This design comes from an exercise in tuning for small area, a short achievable clock period and few clock cycles on the open sky130 flow, not from production work.
Where RTL was checked, it was by simulation tests only, not by an equivalence proof against the original.

==> 10-23: inputs <==
==> flow/design.v <==
package dls_pkg;
    localparam int MAX_TASKS_DEF   = 16;
    localparam int DELAY_WIDTH_DEF = 16;
    localparam int ID_W       = 4;
    localparam int NUM_IDS    = 16;
    localparam int KIND_W     = 2;
    localparam int DELAY_IN_W = 16;
    localparam int STATUS_W   = 2;
    localparam int S_DATA_W   = 24;
    localparam int M_DATA_W   = 8;
    localparam logic [KIND_W-1:0] KIND_ADD    = 2'd0;
    localparam logic [KIND_W-1:0] KIND_REMOVE = 2'd1;
    localparam logic [KIND_W-1:0] KIND_TICK   = 2'd2;
    localparam logic [KIND_W-1:0] KIND_NOP    = 2'd3;
    localparam logic [STATUS_W-1:0] ST_DONE      = 2'd0;
    localparam logic [STATUS_W-1:0] ST_ZERO      = 2'd1;
    localparam logic [STATUS_W-1:0] ST_NOT_FOUND = 2'd2;
    localparam logic [STATUS_W-1:0] ST_WAITING   = 2'd3;
endpackage
module dls_cell #(
    parameter int DELAY_WIDTH = dls_pkg::DELAY_WIDTH_DEF,
    parameter int LO_W        = DELAY_WIDTH / 2
) (
    input  logic                         i_clk,
    input  logic                         i_we_lo,
    input  logic [LO_W-1:0]              i_due_lo,
    input  logic                         i_one,
    input  logic                         i_we_hi,
    input  logic [DELAY_WIDTH-LO_W-1:0]  i_due_hi,
    input  logic                         i_two,
    input  logic                         i_move,
    input  logic [DELAY_WIDTH-1:0]       i_now,
    output logic                         o_hit
);
    logic [DELAY_WIDTH-1:0] r_due;
    logic                   r_hit;
    always_ff @(posedge i_clk) begin
        if (i_we_lo) begin
            r_due[LO_W-1:0] <= i_due_lo;
        end
        if (i_we_hi) begin
            r_due[DELAY_WIDTH-1:LO_W] <= i_due_hi;
        end
        if (i_we_lo) begin
            r_hit <= i_one;
        end else if (i_move) begin
            r_hit <= i_we_hi ? i_two : (r_due == i_now);
        end
    end
    assign o_hit = r_hit;
endmodule
module dls_ctrl (
    input  logic                               i_clk,
    input  logic                               i_rst_n,
    input  logic                               s_tvalid,
    output logic                               s_tready,
    input  logic [dls_pkg::KIND_W-1:0]         s_kind,
    input  logic [dls_pkg::ID_W-1:0]           s_id,
    input  logic [dls_pkg::DELAY_IN_W-1:0]     s_delay,
    output logic                               o_w_valid,
    output logic [dls_pkg::KIND_W-1:0]         o_w_kind,
    output logic [dls_pkg::ID_W-1:0]           o_w_id,
    output logic [dls_pkg::DELAY_IN_W-1:0]     o_w_delay,
    input  logic                               i_w_take,
    input  logic                               i_busy_next,
    input  logic                               i_push,
    input  logic [dls_pkg::M_DATA_W:0]         i_push_word,    
    output logic                               o_room,
    output logic                               m_tvalid,
    input  logic                               m_tready,
    output logic [dls_pkg::M_DATA_W:0]         m_word
);
    logic                           r_ready;
    logic                           r_w_valid;
    logic [dls_pkg::KIND_W-1:0]     r_w_kind;
    logic [dls_pkg::ID_W-1:0]       r_w_id;
    logic [dls_pkg::DELAY_IN_W-1:0] r_w_delay;
    logic                           r_v0, r_v1;
    logic [dls_pkg::M_DATA_W:0]     r_q0, r_q1;
    logic                           pop, w_valid_n, v0_n, v1_n;
    assign w_valid_n = (r_w_valid && !i_w_take) || (s_tvalid && r_ready);
    always_ff @(posedge i_clk) begin
        if (!i_rst_n) begin
            r_w_valid <= 1'b0;
            r_ready   <= 1'b1;
        end else begin
            r_w_valid <= w_valid_n;
            r_ready   <= !w_valid_n || !(i_busy_next || v1_n);
        end
        if (r_ready) begin
            r_w_kind  <= s_kind;
            r_w_id    <= s_id;
            r_w_delay <= s_delay;
        end
    end
    assign s_tready  = r_ready;
    assign o_w_valid = r_w_valid;
    assign o_w_kind  = r_w_kind;
    assign o_w_id    = r_w_id;
    assign o_w_delay = r_w_delay;
    assign pop    = r_v0 && m_tready;
    assign o_room = !r_v1;
    always_comb begin
        v0_n = r_v0;
        v1_n = r_v1;
        if (pop) begin
            v0_n = r_v1 || i_push;
            v1_n = 1'b0;
        end else if (i_push) begin
            v0_n = 1'b1;
            v1_n = r_v0;
        end
    end
    always_ff @(posedge i_clk) begin
        if (!i_rst_n) begin
            r_v0 <= 1'b0;
            r_v1 <= 1'b0;
        end else begin
            r_v0 <= v0_n;
            r_v1 <= v1_n;
        end
        if (pop) begin
            r_q0 <= r_v1 ? r_q1 : i_push_word;
        end else if (!r_v0) begin
            r_q0 <= i_push_word;
        end
        if (i_push && r_v0 && !pop) begin
            r_q1 <= i_push_word;
        end
    end
    assign m_tvalid = r_v0;
    assign m_word   = r_q0;
endmodule
module delta_list_sleep_queue #(
    parameter int MAX_TASKS   = dls_pkg::MAX_TASKS_DEF,
    parameter int DELAY_WIDTH = dls_pkg::DELAY_WIDTH_DEF
) (
    input  logic                            i_clk,
    input  logic                            i_rst_n,
    input  logic                            s_tvalid,
    output logic                            s_tready,
    input  logic [dls_pkg::S_DATA_W-1:0]    s_tdata,    
    input  logic [dls_pkg::KIND_W-1:0]      s_tuser,    
    output logic                            m_tvalid,
    input  logic                            m_tready,
    output logic [dls_pkg::M_DATA_W-1:0]    m_tdata,    
    output logic                            m_tlast
);
    localparam int IW = dls_pkg::ID_W;
    logic                           w_valid;
    logic [dls_pkg::KIND_W-1:0]     w_kind;
    logic [IW-1:0]                  w_id;
    logic [DELAY_WIDTH-1:0]         w_delay;
    logic                           room;
    logic                           push;
    logic [dls_pkg::M_DATA_W:0]     push_word;
    logic [dls_pkg::M_DATA_W:0]     m_word;
    logic                           r_rel;        
    logic [MAX_TASKS-1:0]           r_wait;       
    logic [DELAY_WIDTH-1:0]         r_now;        
    logic [MAX_TASKS-1:0]           hit, due, rest, first, set, clr, id_hit;
    logic                           id_wait;
    logic                           take, act, is_add, is_rem, is_tick;
    logic                           add_ok, rem_ok, releasing, last, rel_n, moved;
    logic [IW-1:0]                  rel_id;
    logic [dls_pkg::STATUS_W-1:0]   status;
    dls_ctrl u_ctrl (
        .i_clk       (i_clk),
        .i_rst_n     (i_rst_n),
        .s_tvalid    (s_tvalid),
        .s_tready    (s_tready),
        .s_kind      (s_tuser),
        .s_id        (s_tdata[3:0]),
        .s_delay     (s_tdata[19:4]),
        .o_w_valid   (w_valid),
        .o_w_kind    (w_kind),
        .o_w_id      (w_id),
        .o_w_delay   (w_delay),
        .i_w_take    (take),
        .i_busy_next (rel_n),
        .i_push      (push),
        .i_push_word (push_word),
        .o_room      (room),
        .m_tvalid    (m_tvalid),
        .m_tready    (m_tready),
        .m_word      (m_word)
    );
    assign {m_tdata, m_tlast} = m_word;
    localparam int LO_W = DELAY_WIDTH / 2;
    localparam int HI_W = DELAY_WIDTH - LO_W;
    logic [DELAY_WIDTH-1:0] cs_s, cs_c;
    logic [LO_W-1:0]        due_lo;
    logic                   lo_carry;
    logic [HI_W-1:0]        due_hi, hi_s, hi_c;
    logic [HI_W:0]          hi_sum;
    logic                   r_st_valid;               
    logic [IW-1:0]          r_st_id;
    logic [HI_W-1:0]        r_st_dhi;
    logic                   r_st_dtop, r_st_carry, r_st_two;
    assign cs_s = ~(r_now ^ w_delay) ^ DELAY_WIDTH'(1);
    assign cs_c = {(r_now[DELAY_WIDTH-1:1] | w_delay[DELAY_WIDTH-1:1]),
                   (r_now[0] & w_delay[0])};
    assign {lo_carry, due_lo} = {1'b0, cs_s[LO_W-1:0]} + {1'b0, cs_c[LO_W-2:0], 1'b0};
    assign hi_s   = ~(r_now[DELAY_WIDTH-1:LO_W] ^ r_st_dhi);
    assign hi_c   = {(r_now[DELAY_WIDTH-2:LO_W] | r_st_dhi[HI_W-2:0]),
                     (r_now[LO_W-1] | r_st_dtop)};
    assign hi_sum = {hi_s, 1'b1} + {hi_c, r_st_carry};
    assign due_hi = hi_sum[HI_W:1];
    always_ff @(posedge i_clk) begin
        if (!i_rst_n) begin
            r_st_valid <= 1'b0;
        end else begin
            r_st_valid <= |set;
        end
        r_st_id    <= w_id;
        r_st_dhi   <= w_delay[DELAY_WIDTH-1:LO_W];
        r_st_dtop  <= w_delay[LO_W-1];
        r_st_carry <= lo_carry;
        r_st_two   <= (w_delay == DELAY_WIDTH'(2));
    end
    for (genvar g = 0; g < MAX_TASKS; g++) begin : g_slot
        dls_cell #(
            .DELAY_WIDTH (DELAY_WIDTH),
            .LO_W        (LO_W)
        ) u_cell (
            .i_clk    (i_clk),
            .i_we_lo  (set[g]),
            .i_due_lo (due_lo),
            .i_one    (w_delay == DELAY_WIDTH'(1)),
            .i_we_hi  (r_st_valid && (r_st_id == IW'(g))),
            .i_due_hi (due_hi),
            .i_two    (r_st_two),
            .i_move   (moved),
            .i_now    (r_now),
            .o_hit    (hit[g])
        );
    end
    assign act     = room && !r_rel;                  
    assign take    = act && w_valid;
    assign is_add  = take && (w_kind == dls_pkg::KIND_ADD);
    assign is_rem  = take && (w_kind == dls_pkg::KIND_REMOVE);
    assign is_tick = take && (w_kind == dls_pkg::KIND_TICK);
    assign id_hit  = MAX_TASKS'(1) << w_id;
    assign id_wait = |(id_hit & r_wait);
    assign add_ok  = (w_delay != '0) && !id_wait;
    assign rem_ok  = id_wait;
    assign due = r_wait & hit;
    always_comb begin
        logic below;
        below = 1'b0;
        for (int i = 0; i < MAX_TASKS; i++) begin
            first[i] = due[i] && !below;
            rest[i]  = due[i] && below;
            below    = below || due[i];
        end
    end
    always_comb begin
        rel_id = '0;
        for (int i = 0; i < MAX_TASKS; i++) begin
            if (first[i]) rel_id = rel_id | IW'(i);
        end
    end
    assign releasing = room && (r_rel || (is_tick && (due != '0)));
    assign moved     = (is_tick && (due == '0)) || (releasing && last);
    assign last      = (rest == '0);
    assign rel_n     = releasing ? !last : r_rel;
    always_comb begin
        for (int i = 0; i < MAX_TASKS; i++) begin
            set[i] = is_add && (w_delay != '0) && id_hit[i] && !r_wait[i];
            clr[i] = (is_rem && id_hit[i]) || (releasing && first[i]);
        end
    end
    always_comb begin
        if (w_kind == dls_pkg::KIND_ADD) begin
            status = (w_delay == '0) ? dls_pkg::ST_ZERO :
                     id_wait         ? dls_pkg::ST_WAITING : dls_pkg::ST_DONE;
        end else if (w_kind == dls_pkg::KIND_REMOVE) begin
            status = rem_ok ? dls_pkg::ST_DONE : dls_pkg::ST_NOT_FOUND;
        end else begin
            status = dls_pkg::ST_DONE;
        end
    end
    assign push = releasing || (take && (w_kind != dls_pkg::KIND_NOP));
    assign push_word = releasing ? {last, rel_id, 1'b1, dls_pkg::ST_DONE, last}
                                 : {1'b0, {IW{1'b0}}, 1'b0, status, 1'b1};
    always_ff @(posedge i_clk) begin
        if (!i_rst_n) begin
            r_rel  <= 1'b0;
            r_wait <= '0;
            r_now  <= '0;
        end else begin
            r_rel  <= rel_n;
            r_wait <= (r_wait & ~clr) | set;
            if (moved) begin
                r_now <= r_now + DELAY_WIDTH'(1);
            end
        end
    end
endmodule
==> flow/run.sh <==
#!/bin/bash
# synth_recipe.tcl (not shown) runs the flow's synth.tcl, then flattens the netlist and writes it again
# the make line also repeats each setting of config.mk as NAME=value (left out here)
make -C /OpenROAD-flow-scripts/flow DESIGN_CONFIG=/design/flow/config.mk WORK_HOME=/design/flow/orfs CLKGATE_MAP_FILE= SYNTH_SCRIPT=/design/flow/synth_recipe.tcl finish
==> flow/config.mk <==
export PLATFORM = sky130hd
export DESIGN_NAME = delta_list_sleep_queue
export DESIGN_NICKNAME = delta_list_sleep_queue
export VERILOG_FILES = /design/flow/design.v
export SDC_FILE = /design/flow/constraint.sdc
export NUM_CORES = 4
export LEC_CHECK = 0
export ABC_AREA = 1
export CAP_MARGIN = 20
export CORE_MARGIN = 2
export CORE_UTILIZATION = 60
export CTS_BUF_LIST = sky130_fd_sc_hd__clkbuf_8
export CTS_CLUSTER_DIAMETER = 60
export CTS_CLUSTER_SIZE = 16
export SETUP_SLACK_MARGIN = 4.4
export SLEW_MARGIN = 20
==> flow/constraint.sdc <==
create_clock -name core_clock -period 7.0 [get_ports {i_clk}]
set_input_delay 1.4000 -clock core_clock [delete_from_list [all_inputs] [get_ports {i_clk}]]
set_output_delay 1.4000 -clock core_clock [all_outputs]
set_load 0.01 [all_outputs]
==> 01-25 (differences from 10-23) <==
--- a/flow/design.v
+++ b/flow/design.v
@@ -19,31 +19,22 @@
 endpackage
 module dls_cell #(
-    parameter int DELAY_WIDTH = dls_pkg::DELAY_WIDTH_DEF,
-    parameter int LO_W        = DELAY_WIDTH / 2
+    parameter int DELAY_WIDTH = dls_pkg::DELAY_WIDTH_DEF
 ) (
-    input  logic                         i_clk,
-    input  logic                         i_we_lo,
-    input  logic [LO_W-1:0]              i_due_lo,
-    input  logic                         i_one,
-    input  logic                         i_we_hi,
-    input  logic [DELAY_WIDTH-LO_W-1:0]  i_due_hi,
-    input  logic                         i_two,
-    input  logic                         i_move,
-    input  logic [DELAY_WIDTH-1:0]       i_now,
-    output logic                         o_hit
+    input  logic                   i_clk,
+    input  logic                   i_we,
+    input  logic [DELAY_WIDTH-1:0] i_due,
+    input  logic                   i_one,
+    input  logic                   i_move,
+    input  logic [DELAY_WIDTH-1:0] i_now,
+    output logic                   o_hit
 );
     logic [DELAY_WIDTH-1:0] r_due;
     logic                   r_hit;
     always_ff @(posedge i_clk) begin
-        if (i_we_lo) begin
-            r_due[LO_W-1:0] <= i_due_lo;
-        end
-        if (i_we_hi) begin
-            r_due[DELAY_WIDTH-1:LO_W] <= i_due_hi;
-        end
-        if (i_we_lo) begin
+        if (i_we) begin
+            r_due <= i_due;
             r_hit <= i_one;
         end else if (i_move) begin
-            r_hit <= i_we_hi ? i_two : (r_due == i_now);
+            r_hit <= (r_due == i_now);
         end
     end
@@ -159,6 +150,6 @@
     logic [MAX_TASKS-1:0]           r_wait;       
     logic [DELAY_WIDTH-1:0]         r_now;        
-    logic [MAX_TASKS-1:0]           hit, due, rest, first, set, clr, id_hit;
-    logic                           id_wait;
+    logic [MAX_TASKS-1:0]           hit, due, rest, first, set, clr, we;
+    logic [DELAY_WIDTH-1:0]         new_due;
     logic                           take, act, is_add, is_rem, is_tick;
     logic                           add_ok, rem_ok, releasing, last, rel_n, moved;
@@ -187,51 +178,16 @@
     );
     assign {m_tdata, m_tlast} = m_word;
-    localparam int LO_W = DELAY_WIDTH / 2;
-    localparam int HI_W = DELAY_WIDTH - LO_W;
-    logic [DELAY_WIDTH-1:0] cs_s, cs_c;
-    logic [LO_W-1:0]        due_lo;
-    logic                   lo_carry;
-    logic [HI_W-1:0]        due_hi, hi_s, hi_c;
-    logic [HI_W:0]          hi_sum;
-    logic                   r_st_valid;               
-    logic [IW-1:0]          r_st_id;
-    logic [HI_W-1:0]        r_st_dhi;
-    logic                   r_st_dtop, r_st_carry, r_st_two;
-    assign cs_s = ~(r_now ^ w_delay) ^ DELAY_WIDTH'(1);
-    assign cs_c = {(r_now[DELAY_WIDTH-1:1] | w_delay[DELAY_WIDTH-1:1]),
-                   (r_now[0] & w_delay[0])};
-    assign {lo_carry, due_lo} = {1'b0, cs_s[LO_W-1:0]} + {1'b0, cs_c[LO_W-2:0], 1'b0};
-    assign hi_s   = ~(r_now[DELAY_WIDTH-1:LO_W] ^ r_st_dhi);
-    assign hi_c   = {(r_now[DELAY_WIDTH-2:LO_W] | r_st_dhi[HI_W-2:0]),
-                     (r_now[LO_W-1] | r_st_dtop)};
-    assign hi_sum = {hi_s, 1'b1} + {hi_c, r_st_carry};
-    assign due_hi = hi_sum[HI_W:1];
-    always_ff @(posedge i_clk) begin
-        if (!i_rst_n) begin
-            r_st_valid <= 1'b0;
-        end else begin
-            r_st_valid <= |set;
-        end
-        r_st_id    <= w_id;
-        r_st_dhi   <= w_delay[DELAY_WIDTH-1:LO_W];
-        r_st_dtop  <= w_delay[LO_W-1];
-        r_st_carry <= lo_carry;
-        r_st_two   <= (w_delay == DELAY_WIDTH'(2));
-    end
+    assign new_due = r_now + w_delay - DELAY_WIDTH'(2);
     for (genvar g = 0; g < MAX_TASKS; g++) begin : g_slot
         dls_cell #(
-            .DELAY_WIDTH (DELAY_WIDTH),
-            .LO_W        (LO_W)
+            .DELAY_WIDTH (DELAY_WIDTH)
         ) u_cell (
-            .i_clk    (i_clk),
-            .i_we_lo  (set[g]),
-            .i_due_lo (due_lo),
-            .i_one    (w_delay == DELAY_WIDTH'(1)),
-            .i_we_hi  (r_st_valid && (r_st_id == IW'(g))),
-            .i_due_hi (due_hi),
-            .i_two    (r_st_two),
-            .i_move   (moved),
-            .i_now    (r_now),
-            .o_hit    (hit[g])
+            .i_clk (i_clk),
+            .i_we    (we[g]),
+            .i_due   (new_due),
+            .i_one   (w_delay == DELAY_WIDTH'(1)),
+            .i_move  (moved),
+            .i_now   (r_now),
+            .o_hit   (hit[g])
         );
     end
@@ -241,8 +197,6 @@
     assign is_rem  = take && (w_kind == dls_pkg::KIND_REMOVE);
     assign is_tick = take && (w_kind == dls_pkg::KIND_TICK);
-    assign id_hit  = MAX_TASKS'(1) << w_id;
-    assign id_wait = |(id_hit & r_wait);
-    assign add_ok  = (w_delay != '0) && !id_wait;
-    assign rem_ok  = id_wait;
+    assign add_ok  = (w_delay != '0) && !r_wait[w_id];
+    assign rem_ok  = r_wait[w_id];
     assign due = r_wait & hit;
     always_comb begin
@@ -267,12 +221,13 @@
     always_comb begin
         for (int i = 0; i < MAX_TASKS; i++) begin
-            set[i] = is_add && (w_delay != '0) && id_hit[i] && !r_wait[i];
-            clr[i] = (is_rem && id_hit[i]) || (releasing && first[i]);
-        end
-    end
+            set[i] = is_add && add_ok && (w_id == IW'(i));
+            clr[i] = (is_rem && (w_id == IW'(i))) || (releasing && first[i]);
+        end
+    end
+    assign we = set;
     always_comb begin
         if (w_kind == dls_pkg::KIND_ADD) begin
             status = (w_delay == '0) ? dls_pkg::ST_ZERO :
-                     id_wait         ? dls_pkg::ST_WAITING : dls_pkg::ST_DONE;
+                     r_wait[w_id]    ? dls_pkg::ST_WAITING : dls_pkg::ST_DONE;
         end else if (w_kind == dls_pkg::KIND_REMOVE) begin
             status = rem_ok ? dls_pkg::ST_DONE : dls_pkg::ST_NOT_FOUND;
Settings changed: CORE_UTILIZATION 60 to 55, CTS_BUF_LIST sky130_fd_sc_hd__clkbuf_8 to unset, CTS_CLUSTER_DIAMETER 60 to unset, CTS_CLUSTER_SIZE 16 to unset, SETUP_SLACK_MARGIN 4.4 to 4.0.
==> 04-09 (differences from 10-23) <==
--- a/flow/design.v
+++ b/flow/design.v
@@ -19,31 +19,22 @@
 endpackage
 module dls_cell #(
-    parameter int DELAY_WIDTH = dls_pkg::DELAY_WIDTH_DEF,
-    parameter int LO_W        = DELAY_WIDTH / 2
+    parameter int DELAY_WIDTH = dls_pkg::DELAY_WIDTH_DEF
 ) (
-    input  logic                         i_clk,
-    input  logic                         i_we_lo,
-    input  logic [LO_W-1:0]              i_due_lo,
-    input  logic                         i_one,
-    input  logic                         i_we_hi,
-    input  logic [DELAY_WIDTH-LO_W-1:0]  i_due_hi,
-    input  logic                         i_two,
-    input  logic                         i_move,
-    input  logic [DELAY_WIDTH-1:0]       i_now,
-    output logic                         o_hit
+    input  logic                   i_clk,
+    input  logic                   i_we,
+    input  logic [DELAY_WIDTH-1:0] i_due,
+    input  logic                   i_one,
+    input  logic                   i_move,
+    input  logic [DELAY_WIDTH-1:0] i_now,
+    output logic                   o_hit
 );
     logic [DELAY_WIDTH-1:0] r_due;
     logic                   r_hit;
     always_ff @(posedge i_clk) begin
-        if (i_we_lo) begin
-            r_due[LO_W-1:0] <= i_due_lo;
-        end
-        if (i_we_hi) begin
-            r_due[DELAY_WIDTH-1:LO_W] <= i_due_hi;
-        end
-        if (i_we_lo) begin
+        if (i_we) begin
+            r_due <= i_due;
             r_hit <= i_one;
         end else if (i_move) begin
-            r_hit <= i_we_hi ? i_two : (r_due == i_now);
+            r_hit <= (r_due == i_now);
         end
     end
@@ -159,6 +150,6 @@
     logic [MAX_TASKS-1:0]           r_wait;       
     logic [DELAY_WIDTH-1:0]         r_now;        
-    logic [MAX_TASKS-1:0]           hit, due, rest, first, set, clr, id_hit;
-    logic                           id_wait;
+    logic [MAX_TASKS-1:0]           hit, due, rest, first, set, clr, we;
+    logic [DELAY_WIDTH-1:0]         new_due;
     logic                           take, act, is_add, is_rem, is_tick;
     logic                           add_ok, rem_ok, releasing, last, rel_n, moved;
@@ -187,51 +178,16 @@
     );
     assign {m_tdata, m_tlast} = m_word;
-    localparam int LO_W = DELAY_WIDTH / 2;
-    localparam int HI_W = DELAY_WIDTH - LO_W;
-    logic [DELAY_WIDTH-1:0] cs_s, cs_c;
-    logic [LO_W-1:0]        due_lo;
-    logic                   lo_carry;
-    logic [HI_W-1:0]        due_hi, hi_s, hi_c;
-    logic [HI_W:0]          hi_sum;
-    logic                   r_st_valid;               
-    logic [IW-1:0]          r_st_id;
-    logic [HI_W-1:0]        r_st_dhi;
-    logic                   r_st_dtop, r_st_carry, r_st_two;
-    assign cs_s = ~(r_now ^ w_delay) ^ DELAY_WIDTH'(1);
-    assign cs_c = {(r_now[DELAY_WIDTH-1:1] | w_delay[DELAY_WIDTH-1:1]),
-                   (r_now[0] & w_delay[0])};
-    assign {lo_carry, due_lo} = {1'b0, cs_s[LO_W-1:0]} + {1'b0, cs_c[LO_W-2:0], 1'b0};
-    assign hi_s   = ~(r_now[DELAY_WIDTH-1:LO_W] ^ r_st_dhi);
-    assign hi_c   = {(r_now[DELAY_WIDTH-2:LO_W] | r_st_dhi[HI_W-2:0]),
-                     (r_now[LO_W-1] | r_st_dtop)};
-    assign hi_sum = {hi_s, 1'b1} + {hi_c, r_st_carry};
-    assign due_hi = hi_sum[HI_W:1];
-    always_ff @(posedge i_clk) begin
-        if (!i_rst_n) begin
-            r_st_valid <= 1'b0;
-        end else begin
-            r_st_valid <= |set;
-        end
-        r_st_id    <= w_id;
-        r_st_dhi   <= w_delay[DELAY_WIDTH-1:LO_W];
-        r_st_dtop  <= w_delay[LO_W-1];
-        r_st_carry <= lo_carry;
-        r_st_two   <= (w_delay == DELAY_WIDTH'(2));
-    end
+    assign new_due = r_now + w_delay - DELAY_WIDTH'(2);
     for (genvar g = 0; g < MAX_TASKS; g++) begin : g_slot
         dls_cell #(
-            .DELAY_WIDTH (DELAY_WIDTH),
-            .LO_W        (LO_W)
+            .DELAY_WIDTH (DELAY_WIDTH)
         ) u_cell (
-            .i_clk    (i_clk),
-            .i_we_lo  (set[g]),
-            .i_due_lo (due_lo),
-            .i_one    (w_delay == DELAY_WIDTH'(1)),
-            .i_we_hi  (r_st_valid && (r_st_id == IW'(g))),
-            .i_due_hi (due_hi),
-            .i_two    (r_st_two),
-            .i_move   (moved),
-            .i_now    (r_now),
-            .o_hit    (hit[g])
+            .i_clk (i_clk),
+            .i_we    (we[g]),
+            .i_due   (new_due),
+            .i_one   (w_delay == DELAY_WIDTH'(1)),
+            .i_move  (moved),
+            .i_now   (r_now),
+            .o_hit   (hit[g])
         );
     end
@@ -241,8 +197,6 @@
     assign is_rem  = take && (w_kind == dls_pkg::KIND_REMOVE);
     assign is_tick = take && (w_kind == dls_pkg::KIND_TICK);
-    assign id_hit  = MAX_TASKS'(1) << w_id;
-    assign id_wait = |(id_hit & r_wait);
-    assign add_ok  = (w_delay != '0) && !id_wait;
-    assign rem_ok  = id_wait;
+    assign add_ok  = (w_delay != '0) && !r_wait[w_id];
+    assign rem_ok  = r_wait[w_id];
     assign due = r_wait & hit;
     always_comb begin
@@ -267,12 +221,13 @@
     always_comb begin
         for (int i = 0; i < MAX_TASKS; i++) begin
-            set[i] = is_add && (w_delay != '0) && id_hit[i] && !r_wait[i];
-            clr[i] = (is_rem && id_hit[i]) || (releasing && first[i]);
-        end
-    end
+            set[i] = is_add && add_ok && (w_id == IW'(i));
+            clr[i] = (is_rem && (w_id == IW'(i))) || (releasing && first[i]);
+        end
+    end
+    assign we = set;
     always_comb begin
         if (w_kind == dls_pkg::KIND_ADD) begin
             status = (w_delay == '0) ? dls_pkg::ST_ZERO :
-                     id_wait         ? dls_pkg::ST_WAITING : dls_pkg::ST_DONE;
+                     r_wait[w_id]    ? dls_pkg::ST_WAITING : dls_pkg::ST_DONE;
         end else if (w_kind == dls_pkg::KIND_REMOVE) begin
             status = rem_ok ? dls_pkg::ST_DONE : dls_pkg::ST_NOT_FOUND;
Settings changed: CTS_BUF_LIST sky130_fd_sc_hd__clkbuf_8 to sky130_fd_sc_hd__clkbuf_16, CTS_CLUSTER_DIAMETER 60 to 80, CTS_CLUSTER_SIZE 16 to 25, SETUP_SLACK_MARGIN 4.4 to 4.15.
==> out/metrics.cfg <==
[run_status]
status=complete, no violations

[power]
power_uw=4790

[finish]
instances_no_fill=1917

[worst_setup_path]
path_common_cell=inv_1
path_cells=inv_1 > buf_12 > ha_1 > inv_1 > ha_2 > nand4_1 > o21ai_4 > a21boi_4 > o21ai_2 > nand2_1 > nand3b_1 > buf_4 > nand2_4

[placed_design]
place_ws_ns=2.49
gp_congestion=0.916

The numbers above come from 01-25.

==> out/metrics.cfg <==
[worst_setup_path]
path_cells=buf_12 > clkinvlp_4 > ha_4 > inv_2 > ha_4 > inv_2 > fa_2 > inv_2 > a31oi_4 > o21ai_2 > a21boi_2 > o21ai_2 > nand2_1 > nand3b_1 > buf_4 > nand2_4
path_common_cell=inv_2

[yosys]
synthCells=1425

[placed_design]
place_ws_ns=2.26
gp_congestion=0.921

[finish]
instances_no_fill=1845

[power]
power_uw=3980

[run_status]
status=complete, no violations

The numbers above come from 04-09.

==> out/metrics.cfg <==
[run_status]
status=complete, no violations

[yosys]
syn_avg_cell_area_um2=10.4

[power]
clock_power_uw=1320
power_uw=4160

[routing]
drt-total-wl_um=47200

[finish]
multi_input_area_um2=6630
dominant_cells=sequential cells
final-clk-cell-share=0.0340
fillers=2186

[placed_design]
gp_congestion=0.888
place_ws_ns=2.76
io_buffers=36

[worst_setup_path]
path_common_cell=nor2_1
path_cells=buf_12 > inv_12 > ha_4 > inv_2 > fa_2 > nand3_2 > nand3_2 > a21o_1 > a21oi_4 > nor2_1 > nor2_1 > nor2_1 > nor2_2 > xor2_4 > buf_6 > buf_12

[clocking]
ctsHoldBuffers=0

The numbers above come from 10-23.

Testbench counts of 01-25, summed over its fixed seeds: cycles 5,063.
Testbench counts of 04-09, summed over its fixed seeds: cycles 5,063.
Only the layout flow was run in 10-23; the RTL was not checked for function there.

[separate check: timing with driven ports]
Ports are ideal in the flow. The routed layouts listed here were re-timed in OpenROAD.
Step 1: set_driving_cell puts a clkbuf_16 on i_clk and a buf_2 on each other input, an assumption about the parent block.
Step 2 moves the port delays by t, midway between the first and last clock arrival at a register: inputs arrive t later, outputs are due t later. That takes back most of the time a late clock gives input paths.
Three values: ideal ports, drivers, drivers and shift; two values: the first two.
run	t, ns	setup slack, ns	clock arrival spread, ns	worst slew at a driven data input, ns
10-23	0.597	4.288 / 4.288 / 4.078	0.029 / 0.029	0.04
01-25	0.577	4.113 / 4.102 / 3.663	0.020 / 0.020	0.06
04-09	0.573	4.164 / 4.160 / 3.970	0.016 / 0.016	0.04
After both steps setup and hold are still met in every run listed. For 01-25, which loses most, drivers alone change the setup slack by -0.011 ns; drivers and shift together by -0.450 ns.
